This design comes from an exercise in tuning for small area on the open sky130 flow, not from production work.
The RTL was checked by simulation tests, not by an equivalence proof against the original design.
Power and IR drop assume default switching activity. The flow treats the clock pin as an ideal source, which a real chip does not have.

==> flow/design.v <==
module load_input_buffer #(
  parameter int IN_W       = 8,
  parameter int IMG_BITS   = 784,
  parameter int RD_W       = 1,
  parameter int DOUBLE_BUF = 1,
  localparam int WORDS     = IMG_BITS / IN_W,
  localparam int RDEPTH    = IMG_BITS / RD_W,
  localparam int RA_W      = (RDEPTH > 1) ? $clog2(RDEPTH) : 1,
  localparam int WC_W      = (WORDS > 1) ? $clog2(WORDS) : 1
) (
  input  logic            clk,
  input  logic            rst,
  input  logic            trigger,
  input  logic [IN_W-1:0] data,
  input  logic [RA_W-1:0] addr,
  output logic [RD_W-1:0] q,
  output logic            ready,
  input  logic            release_i,
  output logic            loading,
  output logic            drop,
  output logic [WC_W-1:0] wr_cnt
);
  localparam int WB = IMG_BITS - IN_W;             
  localparam logic [WC_W-1:0] LAST_CNT = WC_W'(WORDS - 1);
  logic [WB-1:0]       w_q;        
  logic [IN_W-1:0]     l_q;        
  logic [IMG_BITS-1:0] r_q;        
  logic                r_full_q;   
  logic                w_full_q;   
  logic [WC_W-1:0]     cnt_q;
  logic                drop_q;
  logic [RD_W-1:0]     q_q;
  logic wr_ok, last, rel, shift, done, to_r, to_l, ld_r;
  assign wr_ok = trigger & ~w_full_q;
  assign last  = (cnt_q == LAST_CNT);
  assign rel   = release_i & r_full_q;
  assign shift = wr_ok & ~last;
  assign done  = wr_ok & last;
  assign to_r  = done & (~r_full_q | rel);
  assign to_l  = done & r_full_q & ~rel;
  assign ld_r  = to_r | (rel & w_full_q);
  always_ff @(posedge clk) begin
    if (rst) begin
      cnt_q    <= '0;
      r_full_q <= 1'b0;
      w_full_q <= 1'b0;
      drop_q   <= 1'b0;
    end else begin
      if (done)       cnt_q <= '0;
      else if (shift) cnt_q <= cnt_q + 1'b1;
      r_full_q <= ld_r | (r_full_q & ~rel);
      w_full_q <= to_l | (w_full_q & ~rel);
      drop_q   <= trigger & w_full_q;
    end
  end
  logic p_q;
  logic [IN_W-1:0] dx;
  assign dx = data ^ {IN_W{p_q}};
  always_ff @(posedge clk) begin
    if (rst) p_q <= 1'b0;
    else     p_q <= ~p_q;
  end
  logic shift_n, to_l_n, ld_r_n;
  assign shift_n = ~shift;
  assign to_l_n  = ~to_l;
  assign ld_r_n  = ~ld_r;
  logic [WB-1:0]       w_d;
  logic [IN_W-1:0]     l_d;
  logic [IMG_BITS-1:0] r_d;
  logic [WB-1:0]       r_src;
  logic [WB-1:0]       w_src;
  assign w_src = {dx, w_q[WB-1:IN_W]};
  assign r_src = w_q;
  for (genvar i = 0; i < WB; i++) begin : g_w
    lib_oai22 u_m (.a1(shift), .a2(w_q[i]), .b1(shift_n), .b2(w_src[i]), .y(w_d[i]));
  end
  for (genvar i = 0; i < IN_W; i++) begin : g_l
    lib_oai22 u_m (.a1(to_l), .a2(l_q[i]), .b1(to_l_n), .b2(dx[i]), .y(l_d[i]));
  end
  for (genvar i = 0; i < WB; i++) begin : g_r
    lib_oai22 u_m (.a1(ld_r), .a2(r_q[i]), .b1(ld_r_n), .b2(r_src[i]), .y(r_d[i]));
  end
  logic ld_l;
  assign ld_l = rel & w_full_q;
  for (genvar i = WB; i < IMG_BITS; i++) begin : g_rt
    lib_aoi222 u_m (.a1(ld_r_n), .a2(r_q[i]), .b1(ld_l), .b2(l_q[i-WB]), .c1(to_r), .c2(dx[i-WB]), .y(r_d[i]));
  end
  always_ff @(posedge clk) begin
    w_q <= w_d;
    l_q <= l_d;
    r_q <= r_d;
  end
  localparam int NCOL = 32;
  localparam int NROW = (IMG_BITS + NCOL - 1) / NCOL;    
  logic [NCOL-1:0] col_n;
  logic [NROW-1:0] row_n, term;
  logic            valid, rd_inv;
  for (genvar c = 0; c < NCOL; c++) begin : g_col
    assign col_n[c] = ~(addr[4:0] == 5'(c));
  end
  for (genvar r = 0; r < NROW; r++) begin : g_row
    assign row_n[r] = ~(addr[RA_W-1:5] == (RA_W-5)'(r));
  end
  for (genvar r = 0; r < NROW; r++) begin : g_rd
    localparam int NB = (IMG_BITS - r*NCOL < NCOL) ? IMG_BITS - r*NCOL : NCOL;   
    if (NB == NCOL) begin : g_f
      lib_rd_row #(.N(NCOL)) u_r (.col_n(col_n), .bits(r_q[r*NCOL +: NCOL]), .row_n(row_n[r]), .y(term[r]));
    end else begin : g_h
      lib_rd_row #(.N(NB)) u_r (.col_n(col_n[NB-1:0]), .bits(r_q[r*NCOL +: NB]), .row_n(row_n[r]), .y(term[r]));
    end
  end
  assign valid  = (addr < RA_W'(RDEPTH));
  assign rd_inv = |term;
  always_ff @(posedge clk) begin
    if (rst) q_q <= '0;
    else     q_q <= valid & ~(rd_inv ^ p_q);
  end
  assign q       = q_q;
  assign ready   = r_full_q;
  assign drop    = drop_q;
  assign wr_cnt  = cnt_q;
  assign loading = (cnt_q != '0);
endmodule
module lib_oai22 (
  input  logic a1,
  input  logic a2,
  input  logic b1,
  input  logic b2,
  output logic y
);
  assign y = ~((a1 | a2) & (b1 | b2));
endmodule
module lib_rd_row #(
  parameter int N = 32
) (
  input  logic [N-1:0] col_n,
  input  logic [N-1:0] bits,
  input  logic         row_n,
  output logic         y
);
  assign y = ~row_n & |(~col_n & ~bits);
endmodule
module lib_aoi222 (
  input  logic a1,
  input  logic a2,
  input  logic b1,
  input  logic b2,
  input  logic c1,
  input  logic c2,
  output logic y
);
  assign y = ~((a1 & a2) | (b1 & b2) | (c1 & c2));
endmodule
==> flow/flow/run.sh <==
#!/bin/bash
set -euo pipefail
export CTS_ARGS='-sink_clustering_enable -repair_clock_nets -dont_use_dummy_load -buf_list {sky130_fd_sc_hd__clkbuf_8 sky130_fd_sc_hd__clkbuf_16} -root_buf sky130_fd_sc_hd__clkbuf_16 -sink_clustering_buffer sky130_fd_sc_hd__clkbuf_8 -sink_clustering_size 18 -sink_clustering_max_diameter 60'
export BUFFER_PORTS_ARGS="-buffer_cell sky130_fd_sc_hd__buf_1"
bash standard.sh > standard.log 2>&1
==> flow/standard.sh <==
#!/bin/bash
# synth_recipe.tcl (not shown) runs the flow's synth.tcl, then flattens the netlist and writes it again
# the make line also repeats each setting of config.mk as NAME=value (left out here)
make -C /OpenROAD-flow-scripts/flow DESIGN_CONFIG=/design/flow/config.mk WORK_HOME=/design/flow/orfs CLKGATE_MAP_FILE= SYNTH_SCRIPT=/design/flow/synth_recipe.tcl "${@:-finish}"
==> flow/config.mk <==
export PLATFORM = sky130hd
export DESIGN_NAME = load_input_buffer
export DESIGN_NICKNAME = load_input_buffer
export VERILOG_FILES = /design/flow/design.v
export SDC_FILE = /design/flow/constraint.sdc
export NUM_CORES = 4
export LEC_CHECK = 0
export CAP_MARGIN = 0
export CORE_MARGIN = 2
export CORE_UTILIZATION = 60
export CTS_BUF_LIST = sky130_fd_sc_hd__clkbuf_16
export CTS_CLUSTER_DIAMETER = 80
export CTS_CLUSTER_SIZE = 30
export SLEW_MARGIN = 0
export SYNTH_HIERARCHICAL = 1
export SYNTH_MINIMUM_KEEP_SIZE = 0
==> flow/constraint.sdc <==
create_clock -name core_clock -period 6.0 [get_ports {clk}]
set_input_delay 1.2000 -clock core_clock [delete_from_list [all_inputs] [get_ports {clk}]]
set_output_delay 1.2000 -clock core_clock [all_outputs]
set_load 0.01 [all_outputs]
==> results of run 1 <==
[synth_stat cells, types with 2 or more instances]
cell type	number
clkbuf_1	4
and3_1	2
and3b_1	3
nand3_1	3
nor2b_1	6
xor2_1	10
nand2_1	65
or3_1	2
a31oi_1	2
nand4_1	3
dfxtp_1	1580
a41oi_1	24
nor2_1	19
o22ai_1	1950
a222oi_1	8
nor3b_1	6
inv_1	6
xnor2_1	3
a21oi_1	4
ha_1	3
nor4_1	101
nor3_1	4
[registers in the layout, indices dropped and copies added (netlist names)]
signal and flops:
cnt_q 7, drop_q 1, l_q 8, p_q 1, q_q 1, r_full_q 1
r_q 784, w_full_q 1, w_q 776
[worst register-to-register path, delay by kind of cell (launching register included)]
family          cells  cell delay, ps
compound gates      2             950
fa+ha+maj           1             190
buf+inv             2            1880
flops               1             470
simple gates        1             210
[cells by family after synthesis]
group	after synthesis	synth area share
mux	1	0.000219
buf+inv	12	0.00110
xor+xnor	13	0.00249
compound gates	1994	0.276
flops	1580	0.693
fa+ha+maj	3	0.000822
simple gates	224	0.0269
[metrics by stage]
step / utilization / setup WS, ps
final: 0.655 / 1240
after floorplan: - / -36140
after detailed placement: 0.635 / 833
after global routing: 0.655 / 1310
after global placement: 0.635 / 950
after CTS: 0.655 / 1460
[power groups by stage]
stage,sequential (mW),clock (mW),combinational [mW]
finish,12.5,4.78,1.25
global route,12.6,5.20,1.34
CTS,12.5,4.84,1.22
detailed placement,12.7,0,1.22
global placement,12.7,0,1.16
floorplan,12.4,0,1.02
[per-layer routing]
layer / track usage / vias to the layer above / routed length, microns
met5: 0 / - / 0
met4: 0.151 / 0 / 6880
met3: 0.0589 / 422 / 12700
met2: 0.514 / 1934 / 60700
met1: 0.474 / 18149 / 57100
li1: - / 16448 / -
[placed cells by master, fill, tap and decap left out, drive strengths merged, types with 4 or more instances in the layout]
| master | instances |
|---|---|
| a41oi | 24 |
| nor3 | 5 |
| nor2 | 19 |
| inv | 6 |
| nor2b | 6 |
| dfxtp | 1580 |
| a222oi | 8 |
| buf | 119 |
| a21oi | 4 |
| nand2 | 65 |
| nor4 | 101 |
| o22ai | 1950 |
| nor3b | 7 |
| clkbuf | 103 |
| xor2 | 10 |
[per-module statistics from Yosys (local to each module, per instance), excerpt]
module,cells inside,times used
lib_aoi222,1,8
lib_oai22,1,1560
load_input_buffer,1743,1
[final timing paths]
| check | start | endpoint | slack (ps) | cells after the start |
|---|---|---|---|---|
| hold reg to reg | l_q[2]$_DFF_P_ | r_q[778]$_DFF_P_ | 450 | 1 |
| setup / recovery | addr[4] | q_q$_SDFF_PP0_ | 1240 | 11 |
| hold / removal | l_q[2]$_DFF_P_ | r_q[778]$_DFF_P_ | 450 | 1 |
| setup reg to reg | cnt_q[0]$_SDFFE_PP0P_ | w_q[487]$_DFF_P_ | 2140 | 6 |
[layout make-up]
cell class	count	area share
Antenna cell	1	0.0000505
Clock buffer	103	0.0307
Inverter	6	0.000758
Multi-Input combinational cell	2235	0.283
Sequential cell	1580	0.639
Tap cell	978	0.0247
Timing Repair Buffer	119	0.0224
==> results.yml, run 1 <==
synth:
  yosys_warnings: 7
  synthTopCellsByArea: "dfxtp_1 (69%), o22ai_1 (27%), nor4_1 (1.4%)"
  synth_cell_type_count: 41
  synth_edf_count: 0
  syn_inst: 3827
  syn_area_sq_um: 45600
  synth_top_area_frac: 0.693
  synth.largest_area_cell: "dfxtp_1"
  synthArstFlopShare: 0
  synth.avg_cell_area_sq_um: 11.9
  synthFlopType: "dfxtp_1"
  ys_seq_area_frac: 0.693
  syn-num-nets: 3852
  synth_seq_cells: 1580
grt:
  grt_use_total: 0.338
  antenna_found_initial: 0
  grt_max_degree: 236
  grt_pass1_vias: 34704
  grt_pass1_wl_microns: 207000
  grt_overflow: 0
drt:
  drc: 0
  postRouteAntennaNets: 0
  wire_per_inst_microns: 27.4
  dr.pass1.iters: 8
  via_count: 36953
  drtIter0Drc: 4274
  routed_via_density: 7.36
  wl_microns: 137000
timing:
  worst_slew_pin_slew_ps: 1310
  fin_crit_ps: 4760
  clock.fmax_mhz: 210
  finClkSkew_ps: 42.5
  hold_viol: 0
  setup_violations: 0
  timing.hold.ws_ps: 447
  tns_ps: 0
  rsz0062_at_grt: "false"
  drv_slew: 0
  slew-limit-headroom: 0.126
  finalCritPeriodShare: 0.793
power:
  p_sw_mw: 4.59
  p_leak_nw: 18.1
  seqPwrFrac: 0.675
  p_per_area_nw_per_um2: 374
  power.internal_mw: 14.0
  netSwitchingFraction: 0.247
  ir_drop_v: 0.000253
  p_comb_frac: 0.067
  fin_total_pwr_mw: 18.5
  p_clk_frac: 0.258
clock_network:
  clockBufferDepth: 3
  clock-sinks: 1580
  clk_root_buffer_cell: "clkbuf_16"
  ctsHoldBuffers: 0
  cts_tree: "yes"
  cts_inserted_buffers: 103
  clock_latency_ps: 660
  ctsResizeCount: 0
  clk_pin_slew_ps: 100
  cts_setup_buffers: 0
  h-tree-depth: 3
die:
  num_rows: 101
  start_util: 0.604
  die_h_microns: 280
  coreArea_sq_um: 75600
  dieWidth_microns: 280
  ios: 33
  dieArea_sq_um: 78300
worst_setup_path:
  cp_slowest_cell: "nor4_1"
  critPathArrivalTime_ps: 5310
  slowest_delay_ps: 810
  path_delay_family: "simple AND/OR/NAND/NOR gates"
  end_kind: "register"
  cp_cell_sequence: "buf_1 > nor2b_1 > nand2_1 > buf_4 > o22ai_1 > nor4_1 > a41oi_1 > nor4_1 > nand4_1 > or3_1 > a21oi_1"
  worstSetupPathType: "input pin to register"
  path_max_fanout: 17
  worst-path-buf-inv: 2
  crit_path_frequent_cell: "nor4_1"
  required_ps: 6550
  start_kind: "input pin"
finish:
  instances_no_fill: 5022
  final_area_sq_um: 49500
  multi_input_area_sq_um: 14000
  seq_area_sq_um: 31600
  nNetsFinal: 4070
  drive_above_1_share: 0.0517
  fillers: 5884
  area_delta_synth_final_pct: 8.51
placement:
  routabilityCongestion: 0.928
  dp.cells: 4918
  port_buffers: 32
  post-dp-hpwl_microns: 81500
  dpl_cell_area_sq_um: 48000
hold_path:
  hold_path_class: "register to register"
outcome:
  status: "timing/DRC/antenna clean"
job:
  drv_cap: 0
==> inputs of run 2 (changes only) <==
--- a/flow/design.v
+++ b/flow/design.v
@@ -92,11 +92,12 @@
   end
   localparam int NCOL = 32;
   localparam int NROW = (IMG_BITS + NCOL - 1) / NCOL;    
-  logic [NCOL-1:0] col_n;
+  localparam int NDEC = 2;                                 
+  logic [NDEC-1:0][NCOL-1:0] col_n;
   logic [NROW-1:0] row_n, term;
   logic            valid, rd_inv;
-  for (genvar c = 0; c < NCOL; c++) begin : g_col
-    assign col_n[c] = ~(addr[4:0] == 5'(c));
+  for (genvar d = 0; d < NDEC; d++) begin : g_col
+    lib_col_dec #(.N(NCOL)) u_d (.a(addr[4:0]), .sel_n(col_n[d]));
   end
   for (genvar r = 0; r < NROW; r++) begin : g_row
     assign row_n[r] = ~(addr[RA_W-1:5] == (RA_W-5)'(r));
@@ -104,9 +105,9 @@
   for (genvar r = 0; r < NROW; r++) begin : g_rd
     localparam int NB = (IMG_BITS - r*NCOL < NCOL) ? IMG_BITS - r*NCOL : NCOL;   
     if (NB == NCOL) begin : g_f
-      lib_rd_row #(.N(NCOL)) u_r (.col_n(col_n), .bits(r_q[r*NCOL +: NCOL]), .row_n(row_n[r]), .y(term[r]));
+      lib_rd_row #(.N(NCOL)) u_r (.col_n(col_n[r*NDEC/NROW]), .bits(r_q[r*NCOL +: NCOL]), .row_n(row_n[r]), .y(term[r]));
     end else begin : g_h
-      lib_rd_row #(.N(NB)) u_r (.col_n(col_n[NB-1:0]), .bits(r_q[r*NCOL +: NB]), .row_n(row_n[r]), .y(term[r]));
+      lib_rd_row #(.N(NB)) u_r (.col_n(col_n[r*NDEC/NROW][NB-1:0]), .bits(r_q[r*NCOL +: NB]), .row_n(row_n[r]), .y(term[r]));
     end
   end
   assign valid  = (addr < RA_W'(RDEPTH));
@@ -151,3 +152,13 @@
 );
   assign y = ~((a1 & a2) | (b1 & b2) | (c1 & c2));
 endmodule
+module lib_col_dec #(
+  parameter int N = 32
+) (
+  input  logic [$clog2(N)-1:0] a,
+  output logic [N-1:0]         sel_n
+);
+  for (genvar c = 0; c < N; c++) begin : g_c
+    assign sel_n[c] = ~(a == $clog2(N)'(c));
+  end
+endmodule
==> flow/flow/run.sh (replaced) <==
#!/bin/bash
set -euo pipefail
export CTS_ARGS="-sink_clustering_enable -repair_clock_nets -dont_use_dummy_load -buf_list sky130_fd_sc_hd__clkbuf_16 -sink_clustering_size 30 -sink_clustering_max_diameter 80"
export BUFFER_PORTS_ARGS="-buffer_cell sky130_fd_sc_hd__buf_1"
bash standard.sh > standard.log 2>&1
==> results.yml, run 2 <==
die:
  dieWidth_microns: 281
  coreArea_sq_um: 75800
  num_rows: 101
  dieArea_sq_um: 78700
  die_h_microns: 281
  ios: 33
  start_util: 0.605
power:
  p_comb_frac: 0.067
  netSwitchingFraction: 0.246
  p_sw_mw: 4.59
  ir_drop_v: 0.000289
  p_clk_frac: 0.257
  power.internal_mw: 14.0
  p_leak_nw: 17.9
  seqPwrFrac: 0.676
  p_per_area_nw_per_um2: 377
worst_setup_path:
  critPathArrivalTime_ps: 6080
  worstSetupPathType: "input pin to register"
  rrSetupSlack_ps: 2710
  r2r_end: "r_q[597]$_DFF_P_"
  start_kind: "input pin"
  end_kind: "register"
  r2r-start: "cnt_q[1]$_SDFFE_PP0P_"
  r2r_cells: 8
  path_max_fanout: 17
  required_ps: 6600
grt:
  grt_overflow: 0
  grt_max_degree: 229
  antenna_found_initial: 6
  grt_use_total: 0.354
  grt_pass1_vias: 34523
  grt_pass1_wl_microns: 216000
clock_network:
  ctsHoldBuffers: 0
  clk_pin_slew_ps: 110
  cts_tree: "yes"
  ctsResizeCount: 0
  cts_setup_buffers: 0
  clockBufferDepth: 3
  clock_latency_ps: 670
  clock-sinks: 1580
  h-tree-depth: 2
  clk_root_buffer_cell: "clkbuf_16"
  cts_inserted_buffers: 59
synth:
  synthArstFlopShare: 0
  synth.avg_cell_area_sq_um: 11.9
  synthFlopType: "dfxtp_1"
  yosys_warnings: 7
  synth_simple_gate_area_share: 0.0320
  synthAdderAreaFrac: 0.000818
  synth_most_common_cell: "o22ai_1"
  synth_seq_cells: 1580
  syn_area_sq_um: 45900
  synth_top_area_frac: 0.689
  synth_cell_type_count: 42
  synth_top_family_by_area: "compound AO/OA/AOI/OAI gates"
  ys_seq_area_frac: 0.689
  synth_edf_count: 0
  synth_compound_area_frac: 0.274
  synthTopCellsByCount: "o22ai_1 (1950), dfxtp_1 (1580), nor4_1 (101), nand2_1 (96), a41oi_1 (24)"
  syn-num-nets: 3898
  synthMuxAreaShare: 0.000218
  synth.largest_area_cell: "dfxtp_1"
  syn_inst: 3873
  synth_xor_area_frac: 0.00248
  synthTopCellsByArea: "dfxtp_1 (69%), o22ai_1 (27%), nor4_1 (1.4%)"
finish:
  mostFrequentLayoutCells: "o22ai_1 (1950), dfxtp_1 (1580), nor4_1 (101)"
  largest_reg_flops: 784
  area_delta_synth_final_pct: 7.54
  final_common_cell: "o22ai_1"
  nNetsFinal: 4042
  multi_input_area_sq_um: 14200
  fillers: 5989
  seq_area_sq_um: 31600
  instances_no_fill: 4994
  top_regs: "r_q (784), w_q (776), l_q (8)"
  drive_above_1_share: 0.0341
  top_register: "r_q"
  final_area_sq_um: 49400
timing:
  timing.hold.ws_ps: 445
  finalCritPeriodShare: 0.913
  clock.fmax_mhz: 183
  fin_crit_ps: 5480
  tns_ps: 0
  drv_slew: 0
  fin_ws_ps: 523
  rsz0062_at_grt: "false"
  hold_viol: 0
  finClkSkew_ps: 30.6
  worst_slew_pin_slew_ps: 1360
  setup_violations: 0
  slew-limit-headroom: 0.0910
drt:
  drtIter0Drc: 5239
  wire_per_inst_microns: 29.0
  routed_via_density: 7.49
  drc: 0
  dr.pass1.iters: 11
  wl_microns: 145000
  postRouteAntennaNets: 0
  via_count: 37404
outcome:
  status: "timing/DRC/antenna clean"
placement:
  routabilityCongestion: 1.06
  dp.cells: 4934
  pre_cts_ws_ps: 30.0
  post-dp-hpwl_microns: 91400
  port_buffers: 32
  dpl_cell_area_sq_um: 47900
hold_path:
  min_path_cells: 1
  hold_path_end: "w_q[545]$_DFF_P_"
  worstHoldStart: "w_q[553]$_DFF_P_"
  hold_path_class: "register to register"
job:
  drv_cap: 0
[run 2: per-module statistics from Yosys (local to each module, per instance), excerpt]
| module | times used | cell area (sq um) | cells inside |
|---|---|---|---|
| lib_aoi222 | 8 | 10.0 | 1 |
| lib_oai22 | 1560 | 6.26 | 1 |
| load_input_buffer | 1 | 32300 | 1695 |
[run 2: cell families (layout without fill, tap and decap cells)]
logic type,after synthesis,after routing
multiplexers,1,1
AND/OR/NAND/NOR,267,267
buffers and inverters,15,157
other,0,1
AO/OA/AOI/OAI,1994,1994
adder cells (fa/ha/maj),3,3
XOR/XNOR,13,13
flip-flops,1580,1580
[run 2: area by class of cell]
| type | instances | share of cell area |
|---|---|---|
| repair buffers | 92 | 0.0156 |
| flip-flops and latches | 1580 | 0.641 |
| multi-input cells | 2278 | 0.288 |
| well taps | 978 | 0.0248 |
| inverters | 6 | 0.000760 |
| diodes | 1 | 0.0000507 |
| clock buffers | 59 | 0.0299 |
[run 2: layer usage]
metal | GRT usage | up-vias | part of all wire
met5 | 0 | - | 0.00033
met4 | 0.110 | 8 | 0.035
met3 | 0.0829 | 419 | 0.11
met2 | 0.519 | 2020 | 0.43
met1 | 0.520 | 18533 | 0.43
li1 | - | 16424 | -
[run 2: worst max path at each step]
stage	endpoint	slack (ps)	start	cells past startpoint
2_1_floorplan	r_q[0]$_DFF_P_	-36140	release_i	4
3_5_place_dp	q_q$_SDFF_PP0_	30	addr[4]	10
3_3_place_gp	q_q$_SDFF_PP0_	170	addr[4]	10
4_1_cts	q_q$_SDFF_PP0_	750	addr[4]	10
5_1_grt	q_q$_SDFF_PP0_	620	addr[4]	10
6_report	q_q$_SDFF_PP0_	520	addr[4]	10
[run 2: critical path, stage by stage]
cell	delay, ps
buf_1	610
and3b_1	320
nand2_1	930
o22ai_1	250
nor4_1	680
a41oi_1	360
nor4_1	940
nand4_1	200
or3_1	390
a21oi_1	170
[run 2: power by group through the flow]
stage          Clock (mW)  Sequential (mW)  Combinational, mW
6_report             4.78             12.6               1.26
5_1_grt              5.15             12.7               1.35
4_1_cts              4.81             12.6               1.23
3_5_place_dp            0             12.8               1.23
3_3_place_gp            0             12.8               1.17
2_1_floorplan           0             12.4               1.03
[run 2: through the flow]
stage / power [mW] / util
floorplan: 13.5 / -
global placement: 13.9 / 0.632
detailed placement: 14.0 / 0.632
CTS: 18.6 / 0.651
global route: 19.2 / 0.651
finish: 18.6 / 0.651

==> separate check: timing with driven ports <==
The results above use ideal ports. As a check the final layouts listed here were re-extracted and re-timed, cells and wires unchanged. Step 1 (the two cells are an assumption about what drives the block):
set clk [get_ports {clk}]
set_driving_cell -lib_cell sky130_fd_sc_hd__clkbuf_16 $clk
set_driving_cell -lib_cell sky130_fd_sc_hd__buf_2 [delete_from_list [all_inputs] $clk]
Step 2 times the ports against the registers' clock, not the clock port: input delays grow and output delays shrink by t, the midpoint of the rising clock arrivals with the driver on. Three values: ideal ports, drivers, drivers and shift; two values: the first two.
| run | t, ns | slack for setup (ns) | clock arrival spread, ns |
|---|---|---|---|
| run 1 | 0.701 | 1.241 / 1.250 / 0.549 | 0.048 / 0.048 |
| run 2 | 0.733 | 0.523 / 0.512 / -0.221 | 0.031 / 0.030 |
Met with ideal ports but missed after step 2: setup timing in run 2. For run 2, which loses most, drivers alone change the setup slack by -0.011 ns; drivers and shift together by -0.744 ns.
